Background: an optimization exercise with open tools, aiming at small area, a short achievable clock period and few clock cycles. Do not read the settings as production practice.
Where RTL was checked, it was by simulation tests only, not by an equivalence proof against the original.
For run 4, only the layout was checked, not whether the RTL still works.
Power is estimated from default activity; no workload was simulated.

==> design.v <==
package dpu_pkg;
    typedef logic [8-1:0] addr_t;
    typedef logic [4-1:0]  dim_t;
    typedef enum logic [2:0] {
        CMD_WRITE     = 3'd0,
        CMD_RUN_LAYER = 3'd1,
        CMD_READ      = 3'd2,
        CMD_SET_LAYER = 3'd3,
        CMD_RUN_ALL   = 3'd4
    } cmd_op_e;
    typedef struct packed {
        cmd_op_e    op;
        addr_t      addr;
        logic [7:0] data;
    } cmd_t;
    typedef enum logic [1:0] {
        LK_NONE,
        LK_MAXPOOL,
        LK_SPLIT
    } layer_kind_e;
    typedef struct packed {
        layer_kind_e kind;
        dim_t        c_in;
        dim_t        c_out;
        dim_t        h_in;
        dim_t        w_in;
        dim_t        h_out;
        dim_t        w_out;
    } layer_desc_t;
    typedef struct packed {
        logic              valid;
        logic              bank;
        logic              we;
        addr_t             addr;
        logic signed [7:0] wdata;
    } fmap_req_t;
    typedef enum logic [1:0] {
        SQ_IDLE,
        SQ_POOL,
        SQ_SPLIT
    } seq_state_e;
    typedef enum logic [2:0] {
        CS_IDLE,
        CS_ACK,
        CS_READ_WAIT,
        CS_RUN,
        CS_FINISH
    } ctrl_state_e;
endpackage
`timescale 1ns/100ps
module dpu_top (
    input  logic          clk,
    input  logic          rst_n,
    input  logic          cmd_valid,
    input  logic [2:0]    cmd_op,
    input  logic [7:0]    cmd_addr,
    input  logic [7:0]    cmd_data,
    output logic          cmd_ready,
    output logic          rsp_valid,
    output logic [7:0]    rsp_data,
    output logic          busy,
    output logic          done,
    output logic [1:0]    current_layer
);
    function automatic [7:0] smax(input [7:0] a, input [7:0] b);
        smax = ((a[7] != b[7]) ? b[7] : (a[6:0] > b[6:0])) ? a : b;
    endfunction
    localparam logic [2:0] RS_IDLE = 3'd0;
    localparam logic [2:0] RS_WAIT = 3'd1;
    localparam logic [2:0] RS_FAST = 3'd2;
    localparam logic [2:0] RS_COPY = 3'd3;
    localparam logic [2:0] RS_ENG  = 3'd4;
    localparam logic [2:0] RS_NOP  = 3'd5;
    localparam logic [1:0] EM_L1AB = 2'd0;
    localparam logic [1:0] EM_L2AB = 2'd1;
    localparam logic [1:0] EM_L0BA = 2'd2;
    localparam logic [1:0] EM_L2BA = 2'd3;
    localparam logic [1:0] ES_RD   = 2'd0;
    localparam logic [1:0] ES_WAIT = 2'd1;
    localparam logic [1:0] ES_WR   = 2'd2;
    logic [3:0] h;
    wire  [3:0] hn = h + 4'd1;
    always_ff @(posedge clk or negedge rst_n) begin
        if (!rst_n) h <= 4'd0;
        else        h <= hn;
    end
    logic [2047:0] ra;    
    logic [511:0]  rb;    
    logic       c_valid;        
    logic       c_isrd;
    logic [7:0] c_addr;
    logic [7:0] c_data;
    logic       cur_bank;
    logic [2:0] rs;
    logic [2:0] rs_kind;        
    logic       rt_all;
    logic [1:0] e_mode;
    logic       cp_on;          
    logic [4:0] e_o;
    logic [1:0] e_m;
    logic [1:0] e_st;
    logic       e_rv;
    logic       e_first;
    logic [7:0] acc;
    wire acc_cmd   = cmd_valid & cmd_ready;
    wire in_wr     = (cmd_op == 3'd0);
    wire in_rd     = (cmd_op == 3'd2);
    wire in_set    = (cmd_op == 3'd3);
    wire in_all    = (cmd_op == 3'd4);
    wire in_run    = (cmd_op == 3'd1) | in_all;
    wire c_al      = (c_addr[2:0] == h[2:0]);
    wire c_wr_ok   = c_al & ~(cp_on & (c_addr[7:5] == 3'd0));
    wire c_rd_ok   = cur_bank | c_al;
    wire c_comp    = c_valid & (c_isrd ? c_rd_ok : c_wr_ok);
    wire host_wr   = c_valid & ~c_isrd & c_wr_ok;
    wire host_rd   = c_valid & c_isrd & c_rd_ok;
    wire eng_on    = (rs == RS_ENG);
    wire e_srca    = (e_mode == EM_L1AB) | (e_mode == EM_L2AB);
    wire e_last_m  = (e_mode == EM_L1AB) | (e_m == 2'd3);
    wire e_last_o  = (e_mode == EM_L1AB) ? (e_o == 5'd31) :
                     (e_mode == EM_L0BA) ? (e_o == 5'd15) : (e_o == 5'd7);
    logic [7:0] e_sa;
    always_comb begin
        case (e_mode)
            EM_L1AB: e_sa = {3'b001, e_o};
            EM_L0BA: e_sa = {2'b00, e_o[3:2], e_m[1], e_o[1:0], e_m[0]};
            default: e_sa = {3'b000, e_o[2], e_o[1], e_m[1], e_o[0], e_m[0]};
        endcase
    end
    wire [7:0] e_da    = {3'b000, e_o};
    wire e_rd_ok   = ~e_srca | (e_sa[2:0] == h[2:0]);
    wire e_wr_ok   = e_srca | (e_da[2:0] == h[2:0]);
    wire e_rd      = eng_on & (e_st == ES_RD) & e_rd_ok;
    wire e_wr      = eng_on & (e_st == ES_WR) & e_wr_ok;
    wire e_wr_a    = e_wr & ~e_srca;
    wire e_wr_b    = e_wr & e_srca;
    wire [7:0] raddr = eng_on ? e_sa : c_addr;
    wire       rbank = eng_on ? ~e_srca : cur_bank;
    wire [7:0] tap_i = {raddr[7:4], raddr[3] ^ h[3], 3'b000};    
    wire [7:0] rd_a  = ra[tap_i * 8 +: 8];
    wire [7:0] rd_b  = rb[raddr[5:0] * 8 +: 8];
    always_ff @(posedge clk) begin
        rsp_data <= rbank ? rd_b : rd_a;
    end
    logic [2:0] kind_in;
    logic [1:0] mode_in;
    always_comb begin
        kind_in = RS_FAST;
        mode_in = EM_L1AB;
        if (!in_all) begin
            case (current_layer)
                2'd0: begin kind_in = cur_bank ? RS_ENG : RS_FAST; mode_in = EM_L0BA; end
                2'd1: begin kind_in = cur_bank ? RS_COPY : RS_ENG; mode_in = EM_L1AB; end
                2'd2: begin kind_in = RS_ENG; mode_in = cur_bank ? EM_L2BA : EM_L2AB; end
                default: kind_in = RS_NOP;
            endcase
        end
    end
    wire run_acc   = acc_cmd & in_run;
    wire [2:0] kind_n = run_acc ? kind_in : rs_kind;
    wire cp_busy_n = (cp_on & (h[2:0] != 3'd7)) | ((rs == RS_FAST) & rt_all & (h[2:0] == 3'd7));
    wire go_n      = ~cp_busy_n & (((kind_n != RS_FAST) & (kind_n != RS_COPY)) | (hn[2:0] == 3'd0));
    logic done_d;
    always_comb begin
        done_d = 1'b0;
        if (((rs == RS_FAST) | (rs == RS_COPY)) & (h[2:0] == 3'd6)) done_d = 1'b1;
        if (e_wr & e_last_o) done_d = 1'b1;
        if (rs == RS_NOP) done_d = 1'b1;
    end
    logic [2:0] rs_n;
    always_comb begin
        rs_n = rs;
        if (run_acc) begin
            rs_n = go_n ? kind_in : RS_WAIT;
        end else begin
            case (rs)
                RS_WAIT: rs_n = go_n ? rs_kind : RS_WAIT;
                RS_FAST, RS_COPY: if (h[2:0] == 3'd7) rs_n = RS_IDLE;
                RS_ENG:  if (e_wr & e_last_o) rs_n = RS_IDLE;
                RS_NOP:  rs_n = RS_IDLE;
                default: rs_n = RS_IDLE;
            endcase
        end
    end
    wire cp_on_n = cp_busy_n | (rs_n == RS_COPY);
    wire run_n   = (rs_n != RS_IDLE);
    wire       n_from_in  = acc_cmd & (in_wr | in_rd);
    wire       n_from_old = ~cmd_ready & c_valid & ~c_comp;
    wire [7:0] n_addr     = n_from_in ? cmd_addr : c_addr;
    wire       n_isrd     = n_from_in ? in_rd : c_isrd;
    wire       n_valid    = n_from_in | n_from_old;
    wire       n_al       = (n_addr[2:0] == hn[2:0]);
    wire       n_comp     = n_isrd ? (cur_bank | n_al) : (n_al & ~(cp_on_n & (n_addr[7:5] == 3'd0)));
    wire       ready_d    = ~run_acc & ~(run_n & ~done_d) & (~n_valid | n_comp);
    always_ff @(posedge clk or negedge rst_n) begin
        if (!rst_n) begin
            cmd_ready     <= 1'b0;
            rsp_valid     <= 1'b0;
            busy          <= 1'b0;
            done          <= 1'b0;
            current_layer <= 2'd0;
            cur_bank      <= 1'b0;
            c_valid       <= 1'b0;
            rs            <= RS_IDLE;
            rs_kind       <= RS_IDLE;
            rt_all        <= 1'b0;
            e_mode        <= EM_L1AB;
            cp_on         <= 1'b0;
            e_o           <= 5'd0;
            e_m           <= 2'd0;
            e_st          <= ES_RD;
            e_rv          <= 1'b0;
            e_first       <= 1'b0;
        end else begin
            cmd_ready <= ready_d;
            rsp_valid <= host_rd;
            busy      <= run_n & ~done_d;
            done      <= done_d;
            rs        <= rs_n;
            cp_on     <= cp_on_n;
            if (cmd_ready) c_valid <= cmd_valid & (in_wr | in_rd);
            else           c_valid <= c_valid & ~c_comp;
            if (acc_cmd & in_set) current_layer <= cmd_data[1:0];
            if (acc_cmd & in_all) current_layer <= 2'd2;
            if (acc_cmd & in_all) cur_bank <= 1'b1;
            else if (run_acc)     cur_bank <= ~cur_bank;
            if (run_acc) begin
                rs_kind <= kind_in;
                rt_all  <= in_all;
                e_mode  <= mode_in;
            end
            if (!eng_on) begin
                e_o     <= 5'd0;
                e_m     <= 2'd0;
                e_st    <= ES_RD;
                e_rv    <= 1'b0;
            end else begin
                e_rv <= 1'b0;
                case (e_st)
                    ES_RD: if (e_rd_ok) begin
                        e_rv    <= 1'b1;
                        e_first <= (e_m == 2'd0);
                        if (e_last_m) begin
                            e_m  <= 2'd0;
                            e_st <= ES_WAIT;
                        end else begin
                            e_m <= e_m + 2'd1;
                        end
                    end
                    ES_WAIT: e_st <= ES_WR;
                    default: if (e_wr_ok) begin
                        e_o  <= e_o + 5'd1;
                        e_st <= ES_RD;
                    end
                endcase
            end
        end
    end
    always_ff @(posedge clk) begin
        if (cmd_ready) begin
            c_isrd <= in_rd;
            c_addr <= cmd_addr;
            c_data <= cmd_data;
        end
        if (e_rv) acc <= e_first ? rsp_data : smax(acc, rsp_data);
    end
    wire       wa_v    = host_wr | e_wr_a;
    wire [7:0] wa_addr = eng_on ? e_da : c_addr;
    wire [7:0] wa_data = eng_on ? acc : c_data;
    genvar r, k;
    generate
        for (r = 0; r < 16; r++) begin : g_ring
            wire sel    = wa_v & (wa_addr[7:4] == r);
            wire ins0   = sel & (wa_addr[3] == h[3]);
            wire ins8   = sel & (wa_addr[3] != h[3]);
            logic [7:0] d0, d8;
            if (r < 2) begin : g_cp
                wire [7:0] lo = rb[(32 + 16*r + h[2:0]) * 8 +: 8];
                wire [7:0] hi = rb[(40 + 16*r + h[2:0]) * 8 +: 8];
                assign d0 = cp_on ? (h[3] ? hi : lo) : (ins0 ? wa_data : ra[(16*r + 0) * 8 +: 8]);
                assign d8 = cp_on ? (h[3] ? lo : hi) : (ins8 ? wa_data : ra[(16*r + 8) * 8 +: 8]);
            end else begin : g_nocp
                assign d0 = ins0 ? wa_data : ra[(16*r + 0) * 8 +: 8];
                assign d8 = ins8 ? wa_data : ra[(16*r + 8) * 8 +: 8];
            end
            for (k = 0; k < 16; k++) begin : g_pos
                if (k == 15) begin : g_in0
                    always_ff @(posedge clk) ra[(16*r + k) * 8 +: 8] <= d0;
                end else if (k == 7) begin : g_in8
                    always_ff @(posedge clk) ra[(16*r + k) * 8 +: 8] <= d8;
                end else begin : g_sh
                    always_ff @(posedge clk) ra[(16*r + k) * 8 +: 8] <= ra[(16*r + k + 1) * 8 +: 8];
                end
            end
        end
    endgenerate
    wire fast_on = (rs == RS_FAST);
    logic [127:0] uo;
    generate
        for (r = 0; r < 16; r++) begin : g_unit
            wire [7:0] m0 = smax(ra[(16*r + 0) * 8 +: 8], ra[(16*r + 1) * 8 +: 8]);
            wire [7:0] m1 = smax(ra[(16*r + 8) * 8 +: 8], ra[(16*r + 9) * 8 +: 8]);
            assign uo[r*8 +: 8] = eng_on ? acc : smax(m0, m1);
        end
    endgenerate
    logic [31:0] p2;
    generate
        for (r = 0; r < 4; r++) begin : g_p2
            localparam int BASE = 32 + 16 * (r / 2) + 8 * (r % 2);
            wire [7:0] b00 = h[2] ? rb[(BASE + 2) * 8 +: 8] : rb[(BASE + 0) * 8 +: 8];
            wire [7:0] b01 = h[2] ? rb[(BASE + 3) * 8 +: 8] : rb[(BASE + 1) * 8 +: 8];
            wire [7:0] b10 = h[2] ? rb[(BASE + 6) * 8 +: 8] : rb[(BASE + 4) * 8 +: 8];
            wire [7:0] b11 = h[2] ? rb[(BASE + 7) * 8 +: 8] : rb[(BASE + 5) * 8 +: 8];
            assign p2[r*8 +: 8] = smax(smax(b00, b01), smax(b10, b11));
        end
    endgenerate
    genvar b;
    generate
        for (b = 0; b < 64; b++) begin : g_b
            wire en_fast = fast_on & ~h[0] & (h[2:1] == b % 4) & ~(rt_all & (b < 8));
            wire en_p2   = fast_on & rt_all & (b < 8) & (h[1:0] == 2'b11) & (h[2] == b % 2);
            wire en_eng  = e_wr_b & (e_da == b);
            wire [7:0] d = ((b < 8) & rt_all) ? p2[((b / 2) % 4) * 8 +: 8] : uo[(b / 4) * 8 +: 8];
            always_ff @(posedge clk) begin
                if (en_fast | en_p2 | en_eng) rb[b * 8 +: 8] <= d;
            end
        end
    endgenerate
endmodule
==> run.sh <==
#!/bin/bash
# synth_recipe.tcl (not shown) runs the flow's synth.tcl, then flattens the netlist and writes it again
# the make line also repeats each setting of config.mk as NAME=value (left out here)
make -C /OpenROAD-flow-scripts/flow DESIGN_CONFIG=/design/flow/config.mk WORK_HOME=/design/flow/orfs CLKGATE_MAP_FILE= SYNTH_SCRIPT=/design/flow/synth_recipe.tcl finish
==> config.mk <==
export PLATFORM = sky130hd
export DESIGN_NAME = dpu_top
export DESIGN_NICKNAME = dpu_top
export VERILOG_FILES = /design/flow/design.v
export SDC_FILE = /design/flow/constraint.sdc
export NUM_CORES = 4
export LEC_CHECK = 0
export CAP_MARGIN = 20
export CORE_MARGIN = 2
export CORE_UTILIZATION = 25
export SLEW_MARGIN = 20
==> constraint.sdc <==
create_clock -name core_clock -period 10.0 [get_ports {clk}]
set_input_delay 2.0000 -clock core_clock [delete_from_list [all_inputs] [get_ports {clk}]]
set_output_delay 2.0000 -clock core_clock [all_outputs]
set_load 0.01 [all_outputs]
==> results of run 1 <==
-- worst max path at each step --
stage	end	cells after the start
global placement	rb[34]$_DFFE_PP_	22
global route	rb[42]$_DFFE_PP_	22
finish	rb[42]$_DFFE_PP_	22
CTS	rb[42]$_DFFE_PP_	22
detailed placement	rb[42]$_DFFE_PP_	22
floorplan	rb[24]$_DFFE_PP_	9
-- stage by stage --
step           instances  instance area, sq um  setup slack, ns  hold slack (ns)  total power, mW
2_1_floorplan       7318                 91000             3.91            0.310             15.9
3_3_place_gp       12000                 97200             3.42            0.310             18.6
3_5_place_dp       12000                 97200             3.50            0.312             18.7
4_1_cts            12400                106000             3.44            0.271             28.4
5_1_grt            12400                106000             2.86            0.278             29.4
6_report           12400                106000             3.28            0.286             28.4
-- cells by family after synthesis --
group                      after synthesis  share of synthesized area (%)
AOI/OAI and AO/OA                     1273                           8.45
xor gates and xnor gates                21                          0.223
adders and majority gates              494                           6.73
buffers and inverters                  709                           3.09
DFF                                   2626                           63.9
muxes                                  722                           10.3
and+or+nand+nor                       1473                           7.34
-- synth_stat cells (all sizes together) (7+ instances only) --
cell       n
nor2     360
nand2    552
mux2i    448
a21oi    437
xnor2     12
nand2b    60
o21a      50
o221ai     8
xor2       9
a311oi    13
o311ai    17
ha       471
dfxtp   2056
o21ai    363
o31ai     27
a21o      69
a22oi     34
a32oi     33
nor3b      7
maj3      23
dfrtp     33
o22ai     23
a21boi    21
a211oi    36
o211ai    36
nand4     71
a31oi     35
mux2     117
edfxtp   537
buf      102
inv      440
clkbuf   167
and2      25
a22o       7
and3      21
a221oi    13
nor3      69
nor2b     66
nor4      23
nand3    188
nand3b    10
mux4     157
-- cell usage in the layout (no fill, tap or decap), types with 17 or more instances in the layout --
cell             instances
dfxtp_1               2056
nand2_1                550
edfxtp_1               537
ha_1                   471
mux2i_1                447
inv_1                  437
a21oi_1                435
nor2_1                 349
o21ai_0                343
clkbuf_16              247
nand3_1                188
mux4_2                 152
mux2_2                 117
buf_4                   96
nand4_1                 71
a21o_1                  68
nor3_1                  68
nor2b_1                 66
nand2b_1                60
o21a_1                  50
clkbuf_8                47
clkinv_2                39
o211ai_1                36
a211oi_1                35
a31oi_1                 35
a22oi_1                 34
clkdlybuf4s50_1         34
a32oi_1                 33
clkbuf_1                28
dfrtp_1                 27
inv_6                   26
o22ai_1                 23
and2_1                  23
o31ai_1                 23
maj3_1                  23
nor4_1                  23
bufinv_16               23
and3_1                  21
o311ai_0                17
-- area by class of cell --
cell class	count	area, sq um	area share (%)
antenna	4	10.0	0.00945
clock inverter	136	1690	1.60
inverter	440	1650	1.56
clock buffer	322	6930	6.55
tap	4794	6000	5.67
multi-input combinational	3983	30400	28.7
sequential	2626	58100	54.9
timing repair buffer	133	1110	1.04
-- state kept, by name, summed over array words and instances, names as in the netlist, 2 cells and up --
signal and count:
rs_kind 3, e_o 5, h 4, c_data 8, e_mode 2, rs 3
rb 512, acc 8, c_addr 8, e_m 2, rsp_data 8, e_st 2
ra 2048, current_layer 2
-- critical path: stages (launching register included) --
cell and delay (ns):
dfrtp_4 1.03, buf_4 0.84, mux2i_1 0.36, inv_1 0.08
ha_1 0.29, nor2b_1 0.13, o21ai_0 0.21, nand2b_1 0.10
a21oi_1 0.18, o21ai_0 0.10, a21oi_1 0.71, mux2i_1 0.31
inv_1 0.08, ha_1 0.30, nor2b_1 0.17, o21a_1 0.14
o21a_1 0.10, o21ai_0 0.07, nand2b_1 0.08, a21oi_1 0.07
o21ai_1 0.62, mux2i_1 0.30, a21oi_1 0.11
-- power by group --
group / total, mW / switching (mW) / internal, mW / leakage [nW]
clock network: 9.69 / 4.15 / 5.54 / 4.24
registers: 12.0 / 0.445 / 11.6 / 22.0
logic: 6.67 / 4.67 / 2.00 / 15.4
-- routing by layer --
layer	vias to the layer above	share of wire, %	global-route usage (%)
li1	26200	-	-
met4	8	5.4	7.22
met3	547	7.2	2.75
met5	-	0.019	0.0261
met1	28200	43	18.0
met2	2204	44	21.8
==> metrics.sh, run 1 <==
FIN_NETS=7918
HOLD_PATH.STARTPOINT='ra[488]$_DFF_P_'
DP_HPWL_UM=188000
DETAIL_ROUTE.VIAS_PER_CELL=4.59
AREA_GROWTH_SYN_TO_LAYOUT_PCT=16.4
TIMING_MAX_TRANSITION_VIOLATIONS_FINAL=0
PEAK_FANOUT_ALONG_THE_CRITICAL_PATH=65
CLOCK_SLEW_AT_REPORTED_PATH_FFS_NS=0.07
DIEHEIGHT_UM=607
MAX_FREQ_GHz=0.149
SYNTH.LARGEST_AREA_CELL='dfxtp_1'
MIN_DELAY_PATH_DEPTH=0
PROPORTION_OF_LAYOUT_CELLS_WITH_A_DRIVE_SUFFIX_ABOVE_1_PCT=11.3
SYNTH_TOP_CELLS_BY_AREA='dfxtp_1, edfxtp_1, ha_1'
POST_SYNTH.CELL_AREA_AVG_SQ_UM=12.4
FINALHOLDVIOLCOUNT=0
CTS-HOLD-FIX-BUFFERS=0
RSZ0062_AT_GRT='false'
BUFFER_PORTS.INSERTED=35
SYNTH_FF_TYPE='dfxtp_1'
HTREEDEPTH=4
VIA_COUNT=57100
CLOCK_INSERTION_DELAY_WORST_SKEW_NS=0.91
CP-END-KIND='register'
MAX-CLOCK-PATH-BUFFERS=3
VDD.IR_DROP.WORST_uV=222
START_UTIL_PCT=25.1
YS_ASYNC_SR_FRACTION_PCT=1.26
WORST-R2R-SETUP-SLACK_NS=3.28
DRT_WL_TOTAL_UM=263000
TIMING.HOLD.WORST.CLASS='reg2reg'
MAX_CAP_VIOL=0
FINAL_CYCLE_SHARE_PCT=67.2
POST_CTS_RESIZE_COUNT=0
GRT_MAX_DEGREE=109
DETAIL_ROUTE.DRC_VIOLATIONS=0
SYNTH.LIB_CELLS_USED.DISTINCT=82
TIGHTESTPINTRANSITION_NS=1.27
UTILIZATION_PCT=29.2
CTS-ROOT-BUF='clkbuf_16'
WIRE_LENGTH_OF_THE_FIRST_GLOBAL_ROUTING_PASS_UM=382000
POSTSYNTHCELLCOUNT=7318
POWER.STATIC_LEAKAGE_nW=41.7
DR.FIRST_ITER.DRC_COUNT=5856
SETUP_TOTAL_NEGATIVE_SLACK_NS=0
NUMBER_OF_SYNTHESIZED_FLOPS_WITH_AN_ENABLE_PIN=537
YOSYSSEQAREASHARE_PCT=63.9
CLOCK_TREE_FROM_TRITONCTS='yes'
FLOORPLAN.IO_PINS=36
TRITONCTS_NUM_SINKS=2626
POWER.DENSITY_nW_PER_UM2=268
POSTCTSSETUPREPAIRBUFS=0
YOSYSTOPAREACELLSHARE_PCT=45.2
SYNTH.YOSYS.WARNINGS=1
FINAL_PERIOD_MINUS_WORST_SETUP_SLACK_NS=6.72
GP_CONGESTION=0.970
TIMING.CRITICAL_PATH.REQUIRED_NS=10.59
REG2REG_FROM='h[2]$_DFF_PN0_'
TRITONCTS_BUFFER_COUNT=241
ROWS=221
GR-USAGE-ALL-LAYERS_PCT=13.9
RUN_STATUS='complete, no violations'
DETAIL-ROUTE-ANTENNA-NETS=0
FP.COREAREA_SQ_UM=362000
SETUP.WORST_PATH.START='h[2]$_DFF_PN0_'
SYNTH_NETS=7811
ANTENNA_FOUND_INITIAL=13
NUM-FILL-CELLS=36500
DIE_X_UM=607
R2R_END='rb[42]$_DFFE_PP_'
CELL_AREA_AFTER_SYNTHESIS_SQ_UM=91000
WORSTPATHARRIVAL_NS=7.31
DIE_AREA_SQ_UM=369000
REMAINING_MAX_SLEW_BUDGET_AT_THE_TIGHTEST_PIN_PCT=14.7
FINAL_CLOCK_SKEW_NS=0.0938
SETUP.WORST_PATH.CLASS='reg2reg'
GRT_PASS1_VIAS=56100
AVGROUTEDWIREPERCELL_UM=21.2
DETAIL_ROUTE.FIRST_PASS.ITERATIONS=5
FINALSETUPVIOLCOUNT=0
CRIT_PATH_START_KIND='register'
HOLDPATHEND='ra[480]$_DFF_P_'
YOSYS_REGISTER_BITS=2626
GLOBAL_ROUTE.OVERFLOW_TOTAL=0
REG2REGPATHDEPTH=22
Testbench counts, summed over its fixed seeds: cycles 8,776.
==> run 2: changes to the inputs <==
--- a/config.mk
+++ b/config.mk
@@ -7,5 +7,7 @@
 export LEC_CHECK = 0
+export ABC_CLOCK_PERIOD_IN_PS = 3000
 export CAP_MARGIN = 20
 export CORE_MARGIN = 2
-export CORE_UTILIZATION = 25
+export CORE_UTILIZATION = 50
+export SETUP_SLACK_MARGIN = 5
 export SLEW_MARGIN = 20
==> run 2 against run 1 <==
Sequential share of layout area up 0.36 points. Largest power group unchanged. Design area down 0.65%. Clock skew down 0.031 ns. Critical path type unchanged.
==> metrics.sh, run 2 <==
RUN_STATUS='complete, no violations'  # unchanged
GP_CONGESTION=0.958  # was 0.970
LARGEST_REGISTER_FF_COUNT=2048  # unchanged
ANTENNA_FOUND_INITIAL=17  # was 13
FLOORPLAN.IO_PINS=36  # unchanged
CTS-ROOT-BUF='clkbuf_16'  # unchanged
MAX_FREQ_GHz=0.197  # was 0.149 GHz
PWR-SHARE-SEQ_PCT=41.1  # was 42.4%
TIMING.CRITICAL_PATH.REQUIRED_NS=10.76  # was 10.59 ns
LAYOUT_COMMON_CELLS='dfxtp_1, nand2_1, edfxtp_1'  # unchanged
REGAREA_SQ_UM=58100  # about the same
CLOCK_TREE_FROM_TRITONCTS='yes'  # unchanged
DETAIL_ROUTE.DRC_VIOLATIONS=0  # unchanged
SETUP.WORST_PATH.CLASS='reg2reg'  # unchanged
DIE_X_UM=431  # was 607 um
AREA_GROWTH_SYN_TO_LAYOUT_PCT=15.6  # was 16.4%
YOSYS_REGISTER_BITS=2626  # unchanged
FINAL_COMMON_CELL='dfxtp_1'  # unchanged
VDD.IR_DROP.WORST_uV=200  # was 222 uV
FINAL_CLOCK_SKEW_NS=0.0625  # was 0.0938 ns
TOP_REGISTER='ra'  # unchanged
MULTI_INPUT_AREA_SQ_UM=31100  # was 30400 sq um
DIEHEIGHT_UM=431  # was 607 um
TOTALPOWERFINAL_mW=29.2  # was 28.4 mW
FIN_HOLD_WS_NS=0.282  # was 0.286 ns
SYNTH.LARGEST_AREA_CELL='dfxtp_1'  # unchanged
HTREEDEPTH=5  # was 4
PLACEMENT.SETUP.WORST_SLACK_NS=3.96  # was 3.50 ns
POWER.DENSITY_nW_PER_UM2=278  # was 268 nW/um^2
SYNTH.YOSYS.WARNINGS=1  # unchanged
NUMBER_OF_SYNTHESIZED_FLOPS_WITH_AN_ENABLE_PIN=537  # unchanged
POST_SYNTH.CELL_AREA_AVG_SQ_UM=12.4  # unchanged
DPL.CELL_COUNT=9552  # was 12000
SWSHARE_PCT=32.1  # was 32.6%
PEAK_FANOUT_ALONG_THE_CRITICAL_PATH=61  # was 65
POSTSYNTHCELLCOUNT=7318  # unchanged
MAX-CLOCK-PATH-BUFFERS=4  # was 3
UTILIZATION_PCT=58.2  # was 29.2%
LARGESTREGISTERS='ra: 2048 flops, rb: 512 flops'  # unchanged
CELL_AREA_AFTER_SYNTHESIS_SQ_UM=91000  # unchanged
FINISH.CELL_COUNT_WITHOUT_FILLERS=10200  # was 12400
YOSYSSEQAREASHARE_PCT=63.9  # unchanged
AVGROUTEDWIREPERCELL_UM=26.4  # was 21.2 um
GLOBAL_ROUTE.OVERFLOW_TOTAL=0  # unchanged
CLOCK_INSERTION_DELAY_WORST_SKEW_NS=0.93  # was 0.91 ns
CTS-HOLD-FIX-BUFFERS=0  # unchanged
SYNTH_FF_TYPE='dfxtp_1'  # unchanged
SETUP_TOTAL_NEGATIVE_SLACK_NS=0  # unchanged
FIN_NETS=8079  # was 7918
CRIT_PATH_START_KIND='register'  # unchanged
PROPORTION_OF_LAYOUT_CELLS_WITH_A_DRIVE_SUFFIX_ABOVE_1_PCT=14.2  # was 11.3%
PLACEDINSTANCEAREA_SQ_UM=94200  # was 97200 sq um
FINALHOLDVIOLCOUNT=0  # unchanged
DIE_AREA_SQ_UM=185000  # was 369000 sq um
POWER.COMBINATIONAL.FRACTION_PCT=24.3  # was 23.5%
TIMING.HOLD.WORST.CLASS='reg2reg'  # unchanged
BUFFER_PORTS.INSERTED=35  # unchanged
WIRE_LENGTH_OF_THE_FIRST_GLOBAL_ROUTING_PASS_UM=382000  # about the same
FINAL_AREA_SQ_UM=105000  # was 106000 sq um
SYNTH_TOP_CELLS_BY_AREA='dfxtp_1, edfxtp_1, ha_1'  # unchanged
DETAIL-ROUTE-ANTENNA-NETS=0  # unchanged
RSZ0062_AT_GRT='true'  # was false
CLOCK_SLEW_AT_REPORTED_PATH_FFS_NS=0.06  # was 0.07 ns
P_CLK_SHARE_PCT=34.6  # was 34.1%
TIGHTESTPINTRANSITION_NS=1.17  # was 1.27 ns
REMAINING_MAX_SLEW_BUDGET_AT_THE_TIGHTEST_PIN_PCT=21.6  # was 14.7%
FP.COREAREA_SQ_UM=181000  # was 362000 sq um
DP_HPWL_UM=185000  # was 188000 um
DRT_WL_TOTAL_UM=268000  # was 263000 um
SYNTH_NETS=7811  # unchanged
CP-END-KIND='register'  # unchanged
SYNTHTOPCELLSBYCOUNT='dfxtp_1, nand2_1, edfxtp_1, ha_1, mux2i_1'  # unchanged
SYNTH.LIB_CELLS_USED.DISTINCT=82  # unchanged
YS_ASYNC_SR_FRACTION_PCT=1.26  # unchanged
NUM-FILL-CELLS=14900  # was 36500
ROWS=156  # was 221
P_SW_mW=9.40  # was 9.26 mW
VIA_COUNT=57800  # was 57100
MAX_CAP_VIOL=0  # unchanged
TRITONCTS_NUM_SINKS=2626  # unchanged
POWER.STATIC_LEAKAGE_nW=42.7  # was 41.7 nW
DETAIL_ROUTE.FIRST_PASS.ITERATIONS=6  # was 5
FINAL_CYCLE_SHARE_PCT=50.8  # was 67.2%
DR.FIRST_ITER.DRC_COUNT=5624  # was 5856
TRITONCTS_BUFFER_COUNT=278  # was 241
GR-USAGE-ALL-LAYERS_PCT=28.3  # was 13.9%
YOSYSTOPAREACELLSHARE_PCT=45.2  # unchanged
CELLINTERNALPOWER_mW=19.8  # was 19.1 mW
START_UTIL_PCT=50.3  # was 25.1%
YOSYS.CELL_COUNT.TOP_TYPE='dfxtp_1'  # unchanged
TIMING_MAX_TRANSITION_VIOLATIONS_FINAL=0  # unchanged
FINAL_PERIOD_MINUS_WORST_SETUP_SLACK_NS=5.08  # was 6.72 ns
WORST_SLACK_NS=4.92  # was 3.28 ns
DETAIL_ROUTE.VIAS_PER_CELL=5.69  # was 4.59
GRT_PASS1_VIAS=55400  # was 56100
FINALSETUPVIOLCOUNT=0  # unchanged
GRT_MAX_DEGREE=98  # was 109
WORSTPATHARRIVAL_NS=5.83  # was 7.31 ns
## run 2: cell counts after synthesis
No cell type changed its count.
## run 2: per-layer routing
layer / wire, um / share of wire [%] / track usage (%)
met5: 108 / 0.040 / 0
met4: 14500 / 5.4 / 14.1
met3: 21300 / 7.9 / 6.68
met2: 117000 / 44 / 42.8
met1: 115000 / 43 / 38.2
## run 2: final timing paths
kind,startpoint,endpoint,slack (ns),cells past startpoint
max in group asynchronous,rst_n,h[0]$_DFF_PN0_,7.97,1
setup / recovery,rs[0]$_DFF_PN0_,rsp_data[5]$_DFF_P_,4.92,10
min in group asynchronous,rst_n,rs_kind[1]$_DFF_PN0_,1.25,1
setup reg to reg,rs[0]$_DFF_PN0_,rsp_data[5]$_DFF_P_,4.92,10
hold reg to reg,ra[1908]$_DFF_P_,ra[1900]$_DFF_P_,0.28,0
hold / removal,ra[1908]$_DFF_P_,ra[1900]$_DFF_P_,0.28,0
## run 2: area by class of cell
class                   count  area share, %
well taps                2370           2.82
diodes                      4        0.00952
repair buffers            255           2.19
flip-flops and latches   2626           55.3
clock inverters           102           1.06
multi-input cells        3985           29.6
inverters                 440           1.57
clock buffers             372           7.50
## run 2: power groups by stage
stage / registers [mW] / logic, mW / clock network (mW)
2_1_floorplan: 12.0 / 3.93 / 0
3_3_place_gp: 12.2 / 6.51 / 0
3_5_place_dp: 12.2 / 6.56 / 0
4_1_cts: 12.0 / 6.69 / 10.3
5_1_grt: 12.1 / 7.44 / 10.7
6_report: 12.0 / 7.10 / 10.1
## run 2: logic make-up (layout without fill, tap and decap cells)
family / after synthesis / after routing / synth area share (%)
compound gates: 1273 / 1273 / 8.45
xor+xnor: 21 / 21 / 0.223
fa+ha+maj: 494 / 495 / 6.73
buf+inv: 709 / 1169 / 3.09
flops: 2626 / 2626 / 63.9
mux: 722 / 722 / 10.3
other cells: 0 / 4 / 0
simple gates: 1473 / 1474 / 7.34
## run 2: timing repair
item,4_1_cts,5_1_grt
setup buffers,12,103
pin swaps,6,39
hold endpoints to repair,0,0
resized for setup,70,132
setup endpoints to repair,307,373
gates cloned,4,4
## run 2: critical path, cell delays in order, from the launching register on
cell and delay, ns:
dfrtp_1 0.58, nor3b_4 0.35, buf_4 0.49, buf_4 0.61
a21o_4 0.34, buf_12 0.46, mux4_2 0.37, nand2_1 0.08
a21oi_1 0.83, nor4_1 0.16, a211oi_2 0.57
==> run 3: changes to the inputs <==
--- a/config.mk
+++ b/config.mk
@@ -11,3 +11,2 @@
 export CORE_UTILIZATION = 50
-export SETUP_SLACK_MARGIN = 5
 export SLEW_MARGIN = 20
==> run 3 against run 2 <==
Clock-buffer cell count is 10 higher. Register-to-register slack worse by 1.4 ns. Design area is 1.7% lower. Highest routed layer unchanged.
==> metrics.sh, run 3 <==
SYNTH_NETS=7811  # unchanged
WORST-R2R-SETUP-SLACK_NS=3.48  # was 4.92 ns
YOSYS.CELL_COUNT.TOP_TYPE='dfxtp_1'  # unchanged
FP.COREAREA_SQ_UM=181000  # unchanged
SYNTH.LIB_CELLS_USED.DISTINCT=82  # unchanged
TIMING.HOLD.WORST.CLASS='reg2reg'  # unchanged
YS_ASYNC_SR_FRACTION_PCT=1.26  # unchanged
DR.FIRST_ITER.DRC_COUNT=5012  # was 5624
TIMING_MAX_TRANSITION_VIOLATIONS_FINAL=0  # unchanged
CRIT_PATH_START_KIND='register'  # unchanged
DRT_WL_TOTAL_UM=265000  # was 268000 um
DIEHEIGHT_UM=431  # unchanged
DETAIL_ROUTE.DRC_VIOLATIONS=0  # unchanged
FLOORPLAN.IO_PINS=36  # unchanged
BUFFER_PORTS.INSERTED=35  # unchanged
START_UTIL_PCT=50.3  # unchanged
WIRE_LENGTH_OF_THE_FIRST_GLOBAL_ROUTING_PASS_UM=382000  # about the same
TRITONCTS_NUM_SINKS=2626  # unchanged
POST_SYNTH.CELL_AREA_AVG_SQ_UM=12.4  # unchanged
TIGHTESTPINTRANSITION_NS=1.25  # was 1.17 ns
CRITICAL-PATH-SLOWEST-CELL='dfrtp_4'  # was a21oi_1
REMAINING_MAX_SLEW_BUDGET_AT_THE_TIGHTEST_PIN_PCT=16.4  # was 21.6%
FINAL_CLOCK_SKEW_NS=0.0564  # was 0.0625 ns
MAX_FREQ_GHz=0.153  # was 0.197 GHz
CP_NUM_CELLS=21  # was 10
VDD.IR_DROP.WORST_uV=217  # was 200 uV
SETUP_TOTAL_NEGATIVE_SLACK_NS=0  # unchanged
SYNTHTOPCELLSBYCOUNT='dfxtp_1, nand2_1, edfxtp_1, ha_1, mux2i_1'  # unchanged
FINAL_CYCLE_SHARE_PCT=65.2  # was 50.8%
LARGEST_REGISTER_FF_COUNT=2048  # unchanged
DPL.CELL_COUNT=9563  # was 9552
FINAL_COMMON_CELL='dfxtp_1'  # unchanged
MAX_CAP_VIOL=0  # unchanged
R2R_END='rb[29]$_DFFE_PP_'  # was rsp_data[5]$_DFF_P_
CRITPATHTOPFAMILY='compound AO/OA/AOI/OAI gates'  # unchanged
FIN_HOLD_WS_NS=0.274  # was 0.282 ns
RSZ0062_AT_GRT='false'  # was true
ANTENNA_FOUND_INITIAL=16  # was 17
SYNTH.YOSYS.WARNINGS=1  # unchanged
TOP_REGISTER='ra'  # unchanged
MAX-CLOCK-PATH-BUFFERS=4  # unchanged
FINAL_AREA_SQ_UM=103000  # was 105000 sq um
VIA_COUNT=56900  # was 57800
SYNTH_FF_TYPE='dfxtp_1'  # unchanged
GLOBAL_ROUTE.OVERFLOW_TOTAL=0  # unchanged
AVGROUTEDWIREPERCELL_UM=26.5  # was 26.4 um
GRT_MAX_DEGREE=96  # was 98
POST_CTS_RESIZE_COUNT=0  # was 70
SYNTH_TOP_CELLS_BY_AREA='dfxtp_1, edfxtp_1, ha_1'  # unchanged
ANTENNA-DIODE-COUNT=0  # was 4
CTS-HOLD-FIX-BUFFERS=0  # unchanged
LARGESTREGISTERS='ra: 2048 flops, rb: 512 flops'  # unchanged
SYNTH.LARGEST_AREA_CELL='dfxtp_1'  # unchanged
CRITICAL_PATH.CELL_CHAIN='buf_4 -> mux2i_1 -> inv_1 -> ha_1 -> nor2b_1 -> o21ai_0 -> nand2b_1 -> a21oi_1 -> o21ai_0 -> a21oi_1 -> mux2i_1 -> ha_1 -> nor2b_1 -> o21a_1 -> o21a_1 -> o211ai_1 -> a21boi_0 -> o22ai_1 -> maj3_1 -> and2_1 -> a211oi_1'  # was nor3b_4 -> buf_4 -> buf_4 -> a21o_4 -> buf_12 -> mux4_2 -> nand2_1 -> a21oi_1 -> nor4_1 -> a211oi_2
WORSTPATHARRIVAL_NS=7.10  # was 5.83 ns
REG2REG_FROM='h[2]$_DFF_PN0_'  # was rs[0]$_DFF_PN0_
CTS-ROOT-BUF='clkbuf_16'  # unchanged
POSTSYNTHCELLCOUNT=7318  # unchanged
PEAK_FANOUT_ALONG_THE_CRITICAL_PATH=49  # was 61
DETAIL_ROUTE.FIRST_PASS.ITERATIONS=7  # was 6
CELL_AREA_AFTER_SYNTHESIS_SQ_UM=91000  # unchanged
POWER.DENSITY_nW_PER_UM2=281  # was 278 nW/um^2
NUM-FILL-CELLS=14900  # about the same
GP_CONGESTION=0.968  # was 0.958
UTILIZATION_PCT=57.2  # was 58.2%
REG2REGPATHDEPTH=21  # was 10
CLOCK_SLEW_AT_REPORTED_PATH_FFS_NS=0.06  # about the same
SETUP.WORST_PATH.CLASS='reg2reg'  # unchanged
DP_HPWL_UM=187000  # was 185000 um
ROWS=156  # unchanged
DIE_AREA_SQ_UM=185000  # unchanged
YOSYS_REGISTER_BITS=2626  # unchanged
TIMING.CRITICAL_PATH.BUF_INV=2  # was 3
CLOCK_TREE_FROM_TRITONCTS='yes'  # unchanged
DETAIL_ROUTE.VIAS_PER_CELL=5.67  # was 5.69
FINISH.CELL_COUNT_WITHOUT_FILLERS=10000  # was 10200
GRT_PASS1_VIAS=55300  # was 55400
POWER.STATIC_LEAKAGE_nW=42.0  # was 42.7 nW
MULTI_INPUT_AREA_SQ_UM=30400  # was 31100 sq um
FINAL_PERIOD_MINUS_WORST_SETUP_SLACK_NS=6.52  # was 5.08 ns
DETAIL-ROUTE-ANTENNA-NETS=0  # unchanged
TIMING.CRITICAL_PATH.REQUIRED_NS=10.57  # was 10.76 ns
FINALHOLDVIOLCOUNT=0  # unchanged
AREA_GROWTH_SYN_TO_LAYOUT_PCT=13.7  # was 15.6%
CLOCK_INSERTION_DELAY_WORST_SKEW_NS=0.93  # about the same
PLACEDINSTANCEAREA_SQ_UM=94300  # was 94200 sq um
DIE_X_UM=431  # unchanged
MAX_STAGE_DELAY_NS=0.94  # was 0.83 ns
CP-END-KIND='register'  # unchanged
TRITONCTS_BUFFER_COUNT=277  # was 278
RUN_STATUS='complete, no violations'  # unchanged
YOSYSTOPAREACELLSHARE_PCT=45.2  # unchanged
REGAREA_SQ_UM=58100  # unchanged
FIN_NETS=7965  # was 8079
YOSYSSEQAREASHARE_PCT=63.9  # unchanged
SETUP.WORST_PATH.START='h[2]$_DFF_PN0_'  # was rs[0]$_DFF_PN0_
GR-USAGE-ALL-LAYERS_PCT=28.3  # about the same
PROPORTION_OF_LAYOUT_CELLS_WITH_A_DRIVE_SUFFIX_ABOVE_1_PCT=11.1  # was 14.2%
WORSTSETUPENDPOINT='rb[29]$_DFFE_PP_'  # was rsp_data[5]$_DFF_P_
FINALSETUPVIOLCOUNT=0  # unchanged
POSTCTSSETUPREPAIRBUFS=0  # was 12
HTREEDEPTH=5  # unchanged
LAYOUT_COMMON_CELLS='dfxtp_1, nand2_1, edfxtp_1'  # unchanged
NUMBER_OF_SYNTHESIZED_FLOPS_WITH_AN_ENABLE_PIN=537  # unchanged
[run 3: final cells by class]
type,instances,share of cell area [%]
Clock inverter,87,1.14
Tap cell,2370,2.87
Timing Repair Buffer,144,1.19
Multi-Input combinational cell,3983,29.4
Sequential cell,2626,56.2
Inverter,440,1.60
Clock buffer,382,7.65
[run 3: cells by family (layout without fill, tap and decap cells)]
kind of cell / after synthesis / in the layout / synth area share, %
xor+xnor: 21 / 21 / 0.223
fa+ha+maj: 494 / 494 / 6.73
buf+inv: 709 / 1053 / 3.09
flops: 2626 / 2626 / 63.9
mux: 722 / 722 / 10.3
compound gates: 1273 / 1273 / 8.45
simple gates: 1473 / 1473 / 7.34
[run 3: power by group]
part	internal, mW	switching, mW
sequential	11.6	0.429
clock	6.20	4.02
combinational	2.03	4.75
total	19.8	9.20
[run 3: worst min-delay path by stage]
stage	startpoint	to	depth (start not counted)
floorplan	ra[1008]$_DFF_P_	ra[1000]$_DFF_P_	0
global placement	ra[188]$_DFF_P_	ra[180]$_DFF_P_	0
detailed placement	ra[1018]$_DFF_P_	ra[1010]$_DFF_P_	0
CTS	ra[1495]$_DFF_P_	ra[1487]$_DFF_P_	0
global route	ra[1495]$_DFF_P_	ra[1487]$_DFF_P_	0
finish	ra[1495]$_DFF_P_	ra[1487]$_DFF_P_	0
[run 3: routing by layer]
metal  part of all wire, %  up-vias  GRT usage (%)
li1                      -    26300              -
met4                   4.7       24           12.3
met5                 0.064        -              0
met1                    44    27800           38.9
met2                    44     2211           43.4
met3                   7.7      615           6.21
[run 3: per-stage QoR]
step / setup slack, ns / power, mW
after global routing: 3.00 / 30.0
after CTS: 3.50 / 29.0
final: 3.48 / 29.0
after floorplan: 3.91 / 15.9
after detailed placement: 3.53 / 18.8
after global placement: 3.45 / 18.7
==> run 4: changes to the inputs <==
--- a/design.v
+++ b/design.v
@@ -65,3 +65,9 @@
     function automatic [7:0] smax(input [7:0] a, input [7:0] b);
-        smax = ((a[7] != b[7]) ? b[7] : (a[6:0] > b[6:0])) ? a : b;
+        logic gt;
+        gt = 1'b0;
+        for (int i = 0; i < 7; i++) begin
+            gt = (a[i] & ~b[i]) | ((a[i] | ~b[i]) & gt);
+        end
+        gt = (~a[7] & b[7]) | ((~a[7] | b[7]) & gt);
+        smax = gt ? a : b;
     endfunction
@@ -305,11 +311,8 @@
     endgenerate
-    logic [31:0] p2;
+    logic [63:0] p2;
     generate
-        for (r = 0; r < 4; r++) begin : g_p2
-            localparam int BASE = 32 + 16 * (r / 2) + 8 * (r % 2);
-            wire [7:0] b00 = h[2] ? rb[(BASE + 2) * 8 +: 8] : rb[(BASE + 0) * 8 +: 8];
-            wire [7:0] b01 = h[2] ? rb[(BASE + 3) * 8 +: 8] : rb[(BASE + 1) * 8 +: 8];
-            wire [7:0] b10 = h[2] ? rb[(BASE + 6) * 8 +: 8] : rb[(BASE + 4) * 8 +: 8];
-            wire [7:0] b11 = h[2] ? rb[(BASE + 7) * 8 +: 8] : rb[(BASE + 5) * 8 +: 8];
-            assign p2[r*8 +: 8] = smax(smax(b00, b01), smax(b10, b11));
+        for (r = 0; r < 8; r++) begin : g_p2
+            localparam int BASE = 32 + 16 * (r / 4) + 8 * ((r / 2) % 2) + 2 * (r % 2);
+            assign p2[r*8 +: 8] = smax(smax(rb[(BASE + 0) * 8 +: 8], rb[(BASE + 1) * 8 +: 8]),
+                                       smax(rb[(BASE + 4) * 8 +: 8], rb[(BASE + 5) * 8 +: 8]));
         end
@@ -322,3 +325,3 @@
             wire en_eng  = e_wr_b & (e_da == b);
-            wire [7:0] d = ((b < 8) & rt_all) ? p2[((b / 2) % 4) * 8 +: 8] : uo[(b / 4) * 8 +: 8];
+            wire [7:0] d = ((b < 8) & rt_all) ? p2[(b % 8) * 8 +: 8] : uo[(b / 4) * 8 +: 8];
             always_ff @(posedge clk) begin
--- a/config.mk
+++ b/config.mk
@@ -11,2 +11,3 @@
 export CORE_UTILIZATION = 50
+export SETUP_SLACK_MARGIN = 5
 export SLEW_MARGIN = 20
==> run 4 against run 3 <==
Worst hold slack improved by 0.0089 ns. Utilization rose by 0.37 points. Sequential share of layout area rose by 0.49 points. Highest routed layer unchanged. Still clean. Critical path depth down 7. First-iteration DRC count rose by 20%. Flip-flop and latch count did not move. Clock skew rose by 0.0045 ns.
==> metrics.sh, run 4 <==
DETAIL_ROUTE.DRC_VIOLATIONS=0  # unchanged
POWER.DENSITY_nW_PER_UM2=262  # was 281 nW/um^2
LAYOUT_COMMON_CELLS='dfxtp_1, nand2_1, edfxtp_1'  # unchanged
DIE_X_UM=427  # was 431 um
FINAL_CYCLE_SHARE_PCT=50.0  # was 65.2%
GP_CONGESTION=0.944  # was 0.968
CELL_AREA_AFTER_SYNTHESIS_SQ_UM=89400  # was 91000 sq um
CTS-ROOT-BUF='clkbuf_16'  # unchanged
YOSYSTOPAREACELLSHARE_PCT=46.0  # was 45.2%
FINALSETUPVIOLCOUNT=0  # unchanged
FINAL_CLOCK_SKEW_NS=0.0610  # was 0.0564 ns
SYNTHTOPCELLSBYCOUNT='dfxtp_1, nand2_1, edfxtp_1, o21ai_0, inv_1'  # was dfxtp_1, nand2_1, edfxtp_1, ha_1, mux2i_1
START_UTIL_PCT=50.2  # was 50.3%
GRT_BUSIEST_LAYER='met2'  # unchanged
LARGESTREGISTERS='ra: 2048 flops, rb: 512 flops'  # unchanged
MAX-CLOCK-PATH-BUFFERS=4  # unchanged
FP.COREAREA_SQ_UM=178000  # was 181000 sq um
TOTALPOWERFINAL_mW=26.9  # was 29.0 mW
CRIT_PATH_START_KIND='register'  # unchanged
TIGHTESTPINTRANSITION_NS=1.21  # was 1.25 ns
REMAINING_MAX_SLEW_BUDGET_AT_THE_TIGHTEST_PIN_PCT=18.5  # was 16.4%
GRTUSAGEMET2_PCT=41.4  # was 43.4%
FIN_NETS=7317  # was 7965
TIMING.CRITICAL_PATH.BUF_INV=1  # was 2
YS_ASYNC_SR_FRACTION_PCT=1.26  # unchanged
POST_SYNTH.CELL_AREA_AVG_SQ_UM=12.6  # was 12.4 sq um
GRT_USE_MET3_PCT=5.71  # was 6.21%
FINALHOLDVIOLCOUNT=0  # unchanged
YOSYS_REGISTER_BITS=2626  # unchanged
SYNTH.LIB_CELLS_USED.DISTINCT=94  # was 82
TRITONCTS_NUM_SINKS=2626  # unchanged
TOP_REGISTER='ra'  # unchanged
VDD.IR_DROP.WORST_uV=223  # was 217 uV
RSZ0062_AT_GRT='true'  # was false
DP_HPWL_UM=182000  # was 187000 um
GLOBAL_ROUTE.OVERFLOW_TOTAL=0  # unchanged
GRT_PASS1_VIAS=53300  # was 55300
UTILIZATION_PCT=57.6  # was 57.2%
SYNTH.LARGEST_AREA_CELL='dfxtp_1'  # unchanged
SYNTH_NETS=7148  # was 7811
MAX_FREQ_GHz=0.200  # was 0.153 GHz
CLOCK_SLEW_AT_REPORTED_PATH_FFS_NS=0.06  # about the same
FINISH.CELL_COUNT_WITHOUT_FILLERS=9838  # was 10000
REGAREA_SQ_UM=58100  # about the same
CRITICAL_PATH.CELL_CHAIN='inv_1 -> maj3_1 -> o21ai_0 -> a21boi_1 -> o21ai_0 -> a21o_1 -> mux2_2 -> a222oi_1 -> a21oi_1 -> maj3_1 -> maj3_1 -> maj3_1 -> mux2i_2 -> o21ai_0'  # was buf_4 -> mux2i_1 -> inv_1 -> ha_1 -> nor2b_1 -> o21ai_0 -> nand2b_1 -> a21oi_1 -> o21ai_0 -> a21oi_1 -> mux2i_1 -> ha_1 -> nor2b_1 -> o21a_1 -> o21a_1 -> o211ai_1 -> a21boi_0 -> o22ai_1 -> maj3_1 -> and2_1 -> a211oi_1
CLOCK_TREE_FROM_TRITONCTS='yes'  # unchanged
DPL.CELL_COUNT=9338  # was 9563
RUN_STATUS='complete, no violations'  # unchanged
DETAIL_ROUTE.FIRST_PASS.ITERATIONS=6  # was 7
DIE_AREA_SQ_UM=182000  # was 185000 sq um
GR-USAGE-ALL-LAYERS_PCT=27.8  # was 28.3%
SYNTH_TOP_CELLS_BY_AREA='dfxtp_1, edfxtp_1, mux4_2'  # was dfxtp_1, edfxtp_1, ha_1
DIEHEIGHT_UM=427  # was 431 um
VIA_COUNT=57000  # was 56900
GRT_MAX_DEGREE=89  # was 96
PROPORTION_OF_LAYOUT_CELLS_WITH_A_DRIVE_SUFFIX_ABOVE_1_PCT=14.4  # was 11.1%
DETAIL-ROUTE-ANTENNA-NETS=0  # unchanged
CLOCK_INSERTION_DELAY_WORST_SKEW_NS=0.93  # about the same
SETUP_TOTAL_NEGATIVE_SLACK_NS=0  # unchanged
WORSTPATHARRIVAL_NS=5.55  # was 7.10 ns
TRITONCTS_BUFFER_COUNT=277  # unchanged
MET1_USAGE_PCT=39.4  # was 38.9%
AVGROUTEDWIREPERCELL_UM=26.1  # was 26.5 um
YOSYSSEQAREASHARE_PCT=65.0  # was 63.9%
NUMBER_OF_SYNTHESIZED_FLOPS_WITH_AN_ENABLE_PIN=537  # unchanged
WIRE_LENGTH_OF_THE_FIRST_GLOBAL_ROUTING_PASS_UM=367000  # was 382000 um
DR.FIRST_ITER.DRC_COUNT=6006  # was 5012
BUFFER_PORTS.INSERTED=35  # unchanged
CRITICAL-PATH-SLOWEST-CELL='maj3_1'  # was dfrtp_4
CP-END-KIND='register'  # unchanged
PEAK_FANOUT_ALONG_THE_CRITICAL_PATH=8  # was 49
TIMING.CRITICAL_PATH.REQUIRED_NS=10.54  # was 10.57 ns
DETAIL_ROUTE.VIAS_PER_CELL=5.80  # was 5.67
SYNTH_FF_TYPE='dfxtp_1'  # unchanged
AREA_GROWTH_SYN_TO_LAYOUT_PCT=14.6  # was 13.7%
YOSYS.CELL_COUNT.TOP_TYPE='dfxtp_1'  # unchanged
FINAL_COMMON_CELL='dfxtp_1'  # unchanged
ANTENNA_FOUND_INITIAL=18  # was 16
MULTI_INPUT_AREA_SQ_UM=29600  # was 30400 sq um
TIMING.HOLD.WORST.CLASS='reg2reg'  # unchanged
SYNTH.YOSYS.WARNINGS=1  # unchanged
DRT_WL_TOTAL_UM=257000  # was 265000 um
POSTSYNTHCELLCOUNT=7114  # was 7318
SETUP.WORST_PATH.CLASS='reg2reg'  # unchanged
NUM-FILL-CELLS=14400  # was 14900
MAX_STAGE_DELAY_NS=0.57  # was 0.94 ns
CRITPATHTOPFAMILY='compound AO/OA/AOI/OAI gates'  # unchanged
FINAL_PERIOD_MINUS_WORST_SETUP_SLACK_NS=5.00  # was 6.52 ns
HTREEDEPTH=5  # unchanged
FLOORPLAN.IO_PINS=36  # unchanged
FIN_HOLD_WS_NS=0.283  # was 0.274 ns
POWER.STATIC_LEAKAGE_nW=38.0  # was 42.0 nW
ROWS=155  # was 156
LARGEST_REGISTER_FF_COUNT=2048  # unchanged
TIMING_MAX_TRANSITION_VIOLATIONS_FINAL=0  # unchanged
TIMING.CRITICAL_PATH.MODE_CELL='maj3_1'
MAX_CAP_VIOL=0  # unchanged
[run 4: changes by cell type in the layout (fill, tap and decap cells not counted), moves of 59 or more]
cell / previous run / this run
a21oi_1: 435 / 302
ha_1: 471 / 12
inv_1: 437 / 378
maj3_1: 23 / 209
mux2i_1: 446 / 198
mux4_2: 152 / 284
nand2b_1: 60 / 131
nand3_1: 188 / 77
o21ai_0: 352 / 425
[run 4: timing repair]
action | CTS | global route
setup endpoints to repair | 101 | 204
gates resized for setup | 12 | 50
buffers inserted | 0 | 19
gates cloned | 1 | 0
hold buffers | 0 | 0
pin swaps | 0 | 5
[run 4: cells by family after synthesis]
group	after synthesis	share of synthesized area, %
fa+ha+maj	236	2.69
simple gates	1530	7.92
buf+inv	632	2.66
mux	607	11.0
compound gates	1464	10.6
xor+xnor	19	0.186
flops	2626	65.0
[run 4: cell type report]
class / instances / area share [%]
clock buffer: 372 / 7.73
inverter: 383 / 1.40
tap: 2355 / 2.87
clock inverter: 103 / 1.35
sequential: 2626 / 56.7
timing repair buffer: 138 / 1.13
antenna: 4 / 0.00976
multi-input combinational: 3857 / 28.8
[run 4: metrics by stage]
| stage | cell area, sq um | setup WS (ns) |
|---|---|---|
| 6_report | 103000 | 5.00 |
| 5_1_grt | 103000 | 4.88 |
| 4_1_cts | 102000 | 4.98 |
| 3_5_place_dp | 92800 | 4.53 |
| 3_3_place_gp | 92700 | 4.64 |
| 2_1_floorplan | 89400 | 5.40 |
[run 4: worst reg2reg max path, delay by kind of cell, from the launching register on]
| kind | cells | cell delay [ns] |
|---|---|---|
| compound gates | 7 | 1.66 |
| mux | 2 | 0.83 |
| flops | 1 | 0.47 |
| fa+ha+maj | 4 | 1.57 |
| buf+inv | 1 | 0.12 |
[run 4: layer usage]
metal	share of wire, %	up-vias
met5	0.017	-
met4	4.3	8
met3	8.3	496
met2	44	2364
met1	44	28200
li1	-	26000
[run 4: where the power goes]
part	internal, mW	switching (mW)	total (mW)
clock network	6.34	4.07	10.4
logic	1.52	3.25	4.78
registers	11.4	0.288	11.7
total	19.3	7.61	26.9
[run 4: path summary, 6_finish.rpt]
path / slack (ns) / from / end / cells past startpoint
max in group asynchronous: 8.07 / rst_n / h[0]$_DFF_PN0_ / 1
hold / removal: 0.28 / ra[1975]$_DFF_P_ / ra[1967]$_DFF_P_ / 0
setup reg to reg: 5.00 / ra[1921]$_DFF_P_ / rb[500]$_DFFE_PP_ / 14
hold reg to reg: 0.28 / ra[1975]$_DFF_P_ / ra[1967]$_DFF_P_ / 0
min in group asynchronous: 1.20 / rst_n / e_o[0]$_DFFE_PN0P_ / 1
setup / recovery: 5.00 / ra[1921]$_DFF_P_ / rb[500]$_DFFE_PP_ / 14

## re-timing with driven ports
No port has a modelled driver above. Below, the same layouts with a new extraction and two added sets of constraints. Step 1: set_driving_cell puts a clkbuf_16 on clk and a buf_2 on each other input, an assumption about the parent block. Step 2 adds t to the input delays and takes it off the output delays; t is the mean of the earliest and latest rising clock arrival at the registers after step 1. Input paths then give back, and output paths get back, about the clock's delay inside the block. a / b / c = ideal / step 1 / step 2; a / b = the first two.
run	t, ns	slack for setup (ns)	worst setup path after step 2	worst slew at a driven data input, ns
run 1	0.957	3.278 / 3.278 / 3.278	register to register	0.19
run 2	0.993	4.922 / 4.922 / 4.533	input to register	0.16
run 3	1.002	3.475 / 3.475 / 3.475	register to register	0.13
run 4	0.994	4.996 / 4.996 / 4.904	input to register	0.12
After both steps setup and hold are still met in every run listed. The setup slack of run 2, which loses most, moves by 0.000 ns with the drivers and by -0.389 ns with both steps.
